Source: an optimization exercise on an open RTL-to-GDS flow (aim: small area). Production flows keep margins and buffers that such runs may drop. The RTL was checked by simulation tests, not by an equivalence proof against the original design.

==> run D: inputs <==
## dtwBacktrace
module dtwBacktrace (
    input  logic                      clk,
    input  logic                      nrst,
    input  logic                      i_btEna,
    input  logic [dtwPkg::ROW_W-1:0]  i_pathRow,
    input  logic [dtwPkg::DIST_W-1:0] i_finalDist,
    output logic                      o_btEnd,
    output logic [dtwPkg::DATA_W-1:0] o_data
);
==> module pathStore, before the edit <==
module pathStore (
    input  logic                           clk,
    input  logic                           i_load,
    input  logic [dtwPkg::ROW_W-1:0]       i_row,
    input  logic [dtwPkg::NUM_DIAG-1:1]    i_rowSel,   
    output logic [4*dtwPkg::GRP_W-1:0]      o_orA,   
    output logic [3*dtwPkg::GRP_W-1:0]      o_orB    
);
    localparam int ND = dtwPkg::NUM_DIAG;
    localparam int GW = dtwPkg::GRP_W;
    function automatic logic [1:0] clean(input logic [1:0] c);
        clean = (c == 2'd0) ? 2'd3 : c;
    endfunction
    function automatic logic [GW-1:0] pack(input logic [1:0] a0, input logic [1:0] b0, input logic [1:0] c0);
        logic [1:0] a, b, c;
        a = clean(a0);
        b = clean(b0);
        c = clean(c0);
        if (a != 2'd3)      pack = {a[1], b, c};
        else if (c != 2'd3) pack = {c[1], b, 2'b00};
        else                pack = {1'b0, 2'b00, b};
    endfunction
    logic [GW-1:0] grpA [1:ND-1];
    logic [GW-1:0] grpB [3:ND-1];
    always_ff @(posedge clk) begin
        if (i_load) begin
            grpA[ND-1] <= pack(i_row[9:8], i_row[7:6], i_row[5:4]);
            grpB[ND-1] <= pack(i_row[11:10], i_row[3:2], i_row[1:0]);
            for (int k = 1; k < ND - 1; k++) begin
                grpA[k] <= grpA[k+1];
            end
            for (int k = 3; k < ND - 1; k++) begin
                grpB[k] <= grpB[k+1];
            end
        end
    end
    for (genvar b = 0; b < GW; b++) begin : g_bit
        logic [11:0] aoA;                          
        logic        aoA37;                        
        logic [11:0] aoB;                          
        for (genvar j = 0; j < 12; j++) begin : g_tri
            btAoi222 uA (
                .i_a0 (grpA[3*j+1][b]), .i_s0 (i_rowSel[3*j+1]),
                .i_a1 (grpA[3*j+2][b]), .i_s1 (i_rowSel[3*j+2]),
                .i_a2 (grpA[3*j+3][b]), .i_s2 (i_rowSel[3*j+3]),
                .o_y  (aoA[j])
            );
        end
        if (b == GW - 1) begin : g_top
            for (genvar j = 0; j < 11; j++) begin : g_tri
                btAoi222 uB (
                    .i_a0 (grpB[3*j+4][b]), .i_s0 (i_rowSel[3*j+4]),
                    .i_a1 (grpB[3*j+5][b]), .i_s1 (i_rowSel[3*j+5]),
                    .i_a2 (grpB[3*j+6][b]), .i_s2 (i_rowSel[3*j+6]),
                    .o_y  (aoB[j])
                );
            end
            btAoi22 uB37 (
                .i_a0 (grpB[37][b]), .i_s0 (i_rowSel[37]),
                .i_a1 (grpB[38][b]), .i_s1 (i_rowSel[38]),
                .o_y  (aoB[11])
            );
        end else begin : g_low
            for (genvar j = 0; j < 12; j++) begin : g_tri
                btAoi222 uB (
                    .i_a0 (grpB[3*j+3][b]), .i_s0 (i_rowSel[3*j+3]),
                    .i_a1 (grpB[3*j+4][b]), .i_s1 (i_rowSel[3*j+4]),
                    .i_a2 (grpB[3*j+5][b]), .i_s2 (i_rowSel[3*j+5]),
                    .o_y  (aoB[j])
                );
            end
        end
        btAo22 uA37 (
            .i_a0 (grpA[37][b]), .i_s0 (i_rowSel[37]),
            .i_a1 (grpA[38][b]), .i_s1 (i_rowSel[38]),
            .o_y  (o_orA[4*b+3])
        );
        for (genvar j = 0; j < 3; j++) begin : g_nand
            btNand4 uA (.i_a (aoA[4*j+3:4*j]), .o_y (o_orA[4*b+j]));
            btNand4 uB (.i_a (aoB[4*j+3:4*j]), .o_y (o_orB[3*b+j]));
        end
    end
endmodule
==> module btAoi22, before the edit <==
module btAoi22 (
    input  logic i_a0, input logic i_s0,
    input  logic i_a1, input logic i_s1,
    output logic o_y
);
    assign o_y = ~((i_a0 & i_s0) | (i_a1 & i_s1));
endmodule
export LEC_CHECK = 0
export CAP_MARGIN = 20
export CORE_MARGIN = 2
export CORE_UTILIZATION = 70
export SLEW_MARGIN = 20
export SYNTH_HIERARCHICAL = 1
create_clock -name core_clock -period 6.0 [get_ports {clk}]
standard.sh (not shown) runs the stock make flow with config.mk's settings and CLKGATE_MAP_FILE= SYNTH_SCRIPT=/design/flow/synth_recipe.tcl, a recipe that flattens the netlist after the stock synthesis.
==> flow/flow/run.sh <==
#!/bin/bash
set -euo pipefail
bash standard.sh \
  "BUFFER_PORTS_ARGS=-buffer_cell sky130_fd_sc_hd__buf_1" \
  "CTS_ARGS=-sink_clustering_enable -repair_clock_nets -dont_use_dummy_load -sink_clustering_size 16 -sink_clustering_max_diameter 60 -buf_list sky130_fd_sc_hd__clkbuf_8" \
  finish > standard_make.log 2>&1
==> inputs of run H, as changes to run D <==
--- a/flow/design.v
+++ b/flow/design.v
@@ -283,61 +283,50 @@
     btXor2  uP0 (.i_a (i_t[0]), .i_b (o_row[1]), .o_y (o_pe[0]));
     btInv   uR1 (.i_a (o_row[1]), .o_y (row1N));
     btNor2  uB1 (.i_a (i_t[0]), .i_b (row1N), .o_y (borrow1));
     btInv   uT1 (.i_a (i_t[1]), .o_y (t1N));
     btFa    uP1 (.i_a (t1N), .i_b (o_row[2]), .i_c (borrow1), .o_s (o_pe[1]), .o_c (borrow2));
     btXor2  uD2a (.i_a (i_t[2]), .i_b (o_row[3]), .o_y (d2a));
     btXor2  uD2 (.i_a (d2a), .i_b (borrow2), .o_y (d2));
     btXnor2 uP2 (.i_a (d2), .i_b (o_pe[1]), .o_y (o_pe[2]));
-    btZero10 uZ (.i_a ({i_t, i_r}), .o_y (o_atOrigin));
+    btNor2 uZ (.i_a (o_hiN[0]), .i_b (o_loN[0]), .o_y (o_atOrigin));    
 endmodule
 module btInc3 (input logic [2:0] i_a, input logic i_c, output logic [2:0] o_y);
     assign o_y = i_a + 3'(i_c);
 endmodule
 module btDec5 (input logic [2:0] i_a, output logic [4:0] o_y);
     always_comb begin
         for (int j = 0; j < 5; j++) o_y[j] = (i_a == 3'(j));
     end
 endmodule
 module btMux2i (input logic i_a0, input logic i_a1, input logic i_s, output logic o_y);
     assign o_y = ~(i_s ? i_a1 : i_a0);
 endmodule
-module btZero10 (input logic [9:0] i_a, output logic o_y);
-    assign o_y = ~|i_a;
-endmodule
 `timescale 1ns/1ps
 module pathStore (
     input  logic                           clk,
     input  logic                           i_load,
     input  logic [dtwPkg::ROW_W-1:0]       i_row,
     input  logic [dtwPkg::NUM_DIAG-1:1]    i_rowSel,   
     output logic [4*dtwPkg::GRP_W-1:0]      o_orA,   
     output logic [3*dtwPkg::GRP_W-1:0]      o_orB    
 );
     localparam int ND = dtwPkg::NUM_DIAG;
     localparam int GW = dtwPkg::GRP_W;
-    function automatic logic [1:0] clean(input logic [1:0] c);
-        clean = (c == 2'd0) ? 2'd3 : c;
-    endfunction
-    function automatic logic [GW-1:0] pack(input logic [1:0] a0, input logic [1:0] b0, input logic [1:0] c0);
-        logic [1:0] a, b, c;
-        a = clean(a0);
-        b = clean(b0);
-        c = clean(c0);
-        if (a != 2'd3)      pack = {a[1], b, c};
-        else if (c != 2'd3) pack = {c[1], b, 2'b00};
-        else                pack = {1'b0, 2'b00, b};
-    endfunction
+    logic [GW-1:0] packA;
+    logic [GW-1:0] packB;
     logic [GW-1:0] grpA [1:ND-1];
+    btPack uPackA (.i_a (i_row[9:8]), .i_b (i_row[7:6]), .i_c (i_row[5:4]), .o_e (packA));
+    btPack uPackB (.i_a (i_row[11:10]), .i_b (i_row[3:2]), .i_c (i_row[1:0]), .o_e (packB));
     logic [GW-1:0] grpB [3:ND-1];
     always_ff @(posedge clk) begin
         if (i_load) begin
-            grpA[ND-1] <= pack(i_row[9:8], i_row[7:6], i_row[5:4]);
-            grpB[ND-1] <= pack(i_row[11:10], i_row[3:2], i_row[1:0]);
+            grpA[ND-1] <= packA;
+            grpB[ND-1] <= packB;
             for (int k = 1; k < ND - 1; k++) begin
                 grpA[k] <= grpA[k+1];
             end
             for (int k = 3; k < ND - 1; k++) begin
                 grpB[k] <= grpB[k+1];
             end
         end
     end
@@ -383,16 +372,34 @@
             .o_y  (o_orA[4*b+3])
         );
         for (genvar j = 0; j < 3; j++) begin : g_nand
             btNand4 uA (.i_a (aoA[4*j+3:4*j]), .o_y (o_orA[4*b+j]));
             btNand4 uB (.i_a (aoB[4*j+3:4*j]), .o_y (o_orB[3*b+j]));
         end
     end
 endmodule
+module btPack (
+    input  logic [1:0] i_a,
+    input  logic [1:0] i_b,
+    input  logic [1:0] i_c,
+    output logic [4:0] o_e
+);
+    logic       moveA;                             
+    logic       moveC;
+    logic [1:0] b;
+    logic [1:0] c;
+    assign moveA = i_a[1] ^ i_a[0];
+    assign moveC = i_c[1] ^ i_c[0];
+    assign b     = {i_b[1], i_b[0] | ~i_b[1]};     
+    assign c     = {i_c[1], i_c[0] | ~i_c[1]};
+    assign o_e[4]   = moveA ? i_a[1] : i_c[1];
+    assign o_e[3:2] = (moveA | moveC) ? b : 2'b00;
+    assign o_e[1:0] = moveA ? c : (moveC ? 2'b00 : b);
+endmodule
 module btAoi222 (
     input  logic i_a0, input logic i_s0,
     input  logic i_a1, input logic i_s1,
     input  logic i_a2, input logic i_s2,
     output logic o_y
 );
     assign o_y = ~((i_a0 & i_s0) | (i_a1 & i_s1) | (i_a2 & i_s2));
 endmodule
@@ -427,17 +434,24 @@
     output logic [dtwPkg::DATA_W-1:0] o_data
 );
     logic [dtwPkg::DIST_W-1:0] distReg;
     always_ff @(posedge clk) begin
         if (!i_btEna) begin
             distReg <= i_finalDist;                
         end
     end
-    assign o_data = {3'b000, i_tIndex, 3'b000, i_rIndex, i_start ? distReg : 16'd0};
+    logic [dtwPkg::DIST_W-1:0] distOut;
+    for (genvar i = 0; i < dtwPkg::DIST_W; i++) begin : g_gate
+        btAnd2 u (.i_a (distReg[i]), .i_b (i_start), .o_y (distOut[i]));
+    end
+    assign o_data = {3'b000, i_tIndex, 3'b000, i_rIndex, distOut};
+endmodule
+module btAnd2 (input logic i_a, input logic i_b, output logic o_y);
+    assign o_y = i_a & i_b;
 endmodule
 `timescale 1ns/1ps
 module dtwBacktrace (
     input  logic                      clk,
     input  logic                      nrst,
     input  logic                      i_btEna,
     input  logic [dtwPkg::ROW_W-1:0]  i_pathRow,
     input  logic [dtwPkg::DIST_W-1:0] i_finalDist,
==> flow/flow/run.sh (replaced) <==
#!/bin/bash
set -euo pipefail
bash standard.sh \
  "BUFFER_PORTS_ARGS=-buffer_cell sky130_fd_sc_hd__buf_1" \
  "CTS_ARGS=-sink_clustering_enable -repair_clock_nets -dont_use_dummy_load -sink_clustering_size 10 -sink_clustering_max_diameter 40 -buf_list sky130_fd_sc_hd__clkbuf_4" \
  finish > standard_make.log 2>&1
==> inputs of run C, as changes to run D <==
--- a/flow/design.v
+++ b/flow/design.v
@@ -347,40 +347,22 @@
         logic [11:0] aoB;                          
         for (genvar j = 0; j < 12; j++) begin : g_tri
             btAoi222 uA (
                 .i_a0 (grpA[3*j+1][b]), .i_s0 (i_rowSel[3*j+1]),
                 .i_a1 (grpA[3*j+2][b]), .i_s1 (i_rowSel[3*j+2]),
                 .i_a2 (grpA[3*j+3][b]), .i_s2 (i_rowSel[3*j+3]),
                 .o_y  (aoA[j])
             );
-        end
-        if (b == GW - 1) begin : g_top
-            for (genvar j = 0; j < 11; j++) begin : g_tri
-                btAoi222 uB (
-                    .i_a0 (grpB[3*j+4][b]), .i_s0 (i_rowSel[3*j+4]),
-                    .i_a1 (grpB[3*j+5][b]), .i_s1 (i_rowSel[3*j+5]),
-                    .i_a2 (grpB[3*j+6][b]), .i_s2 (i_rowSel[3*j+6]),
-                    .o_y  (aoB[j])
-                );
-            end
-            btAoi22 uB37 (
-                .i_a0 (grpB[37][b]), .i_s0 (i_rowSel[37]),
-                .i_a1 (grpB[38][b]), .i_s1 (i_rowSel[38]),
-                .o_y  (aoB[11])
+            btAoi222 uB (
+                .i_a0 (grpB[3*j+3][b]), .i_s0 (i_rowSel[3*j+3]),
+                .i_a1 (grpB[3*j+4][b]), .i_s1 (i_rowSel[3*j+4]),
+                .i_a2 (grpB[3*j+5][b]), .i_s2 (i_rowSel[3*j+5]),
+                .o_y  (aoB[j])
             );
-        end else begin : g_low
-            for (genvar j = 0; j < 12; j++) begin : g_tri
-                btAoi222 uB (
-                    .i_a0 (grpB[3*j+3][b]), .i_s0 (i_rowSel[3*j+3]),
-                    .i_a1 (grpB[3*j+4][b]), .i_s1 (i_rowSel[3*j+4]),
-                    .i_a2 (grpB[3*j+5][b]), .i_s2 (i_rowSel[3*j+5]),
-                    .o_y  (aoB[j])
-                );
-            end
         end
         btAo22 uA37 (
             .i_a0 (grpA[37][b]), .i_s0 (i_rowSel[37]),
             .i_a1 (grpA[38][b]), .i_s1 (i_rowSel[38]),
             .o_y  (o_orA[4*b+3])
         );
         for (genvar j = 0; j < 3; j++) begin : g_nand
             btNand4 uA (.i_a (aoA[4*j+3:4*j]), .o_y (o_orA[4*b+j]));
@@ -391,23 +373,16 @@
 module btAoi222 (
     input  logic i_a0, input logic i_s0,
     input  logic i_a1, input logic i_s1,
     input  logic i_a2, input logic i_s2,
     output logic o_y
 );
     assign o_y = ~((i_a0 & i_s0) | (i_a1 & i_s1) | (i_a2 & i_s2));
 endmodule
-module btAoi22 (
-    input  logic i_a0, input logic i_s0,
-    input  logic i_a1, input logic i_s1,
-    output logic o_y
-);
-    assign o_y = ~((i_a0 & i_s0) | (i_a1 & i_s1));
-endmodule
 module btAo22 (
     input  logic i_a0, input logic i_s0,
     input  logic i_a1, input logic i_s1,
     output logic o_y
 );
     assign o_y = (i_a0 & i_s0) | (i_a1 & i_s1);
 endmodule
 module btNand4 (
==> flow/flow/run.sh (replaced) <==
#!/bin/bash
set -euo pipefail
bash standard.sh "BUFFER_PORTS_ARGS=-buffer_cell sky130_fd_sc_hd__buf_1" finish > standard_make.log 2>&1
Settings changed: CTS_BUF_LIST set to sky130_fd_sc_hd__clkbuf_8, CTS_CLUSTER_DIAMETER set to 60, CTS_CLUSTER_SIZE set to 16.
==> run summary <==
- Hold slack, lowest first: run D, run H, run C.
- Sequential share of layout area, lowest first: run C, run D, run H.
- Die area, lowest first: run H, run D, run C.
- Routed wire length: run D < run C < run H.

-- re-timing with driven ports --
How much do the figures lean on ideal ports? The routed layouts below were timed once more, with nothing changed but the port constraints.
Step 1 (the two cells are an assumption about what drives the block):
set clk [get_ports {clk}]
set_driving_cell -lib_cell sky130_fd_sc_hd__clkbuf_16 $clk
set_driving_cell -lib_cell sky130_fd_sc_hd__buf_2 [delete_from_list [all_inputs] $clk]
Step 2 times the ports against the registers' clock, not the clock port: input delays grow and output delays shrink by t, the midpoint of the rising clock arrivals with the driver on.
a / b / c = ideal ports / drivers / drivers and shift; a / b = the first two.
| run | t, ns | setup slack, ns | clock arrival spread, ns |
|---|---|---|---|
| run D | 0.621 | 0.620 / 0.620 / 0.620 | 0.065 / 0.064 |
| run H | 0.701 | 0.620 / 0.620 / 0.620 | 0.065 / 0.064 |
| run C | 0.623 | 0.703 / 0.703 / 0.703 | 0.018 / 0.017 |
After both steps every run listed still meets setup and hold.
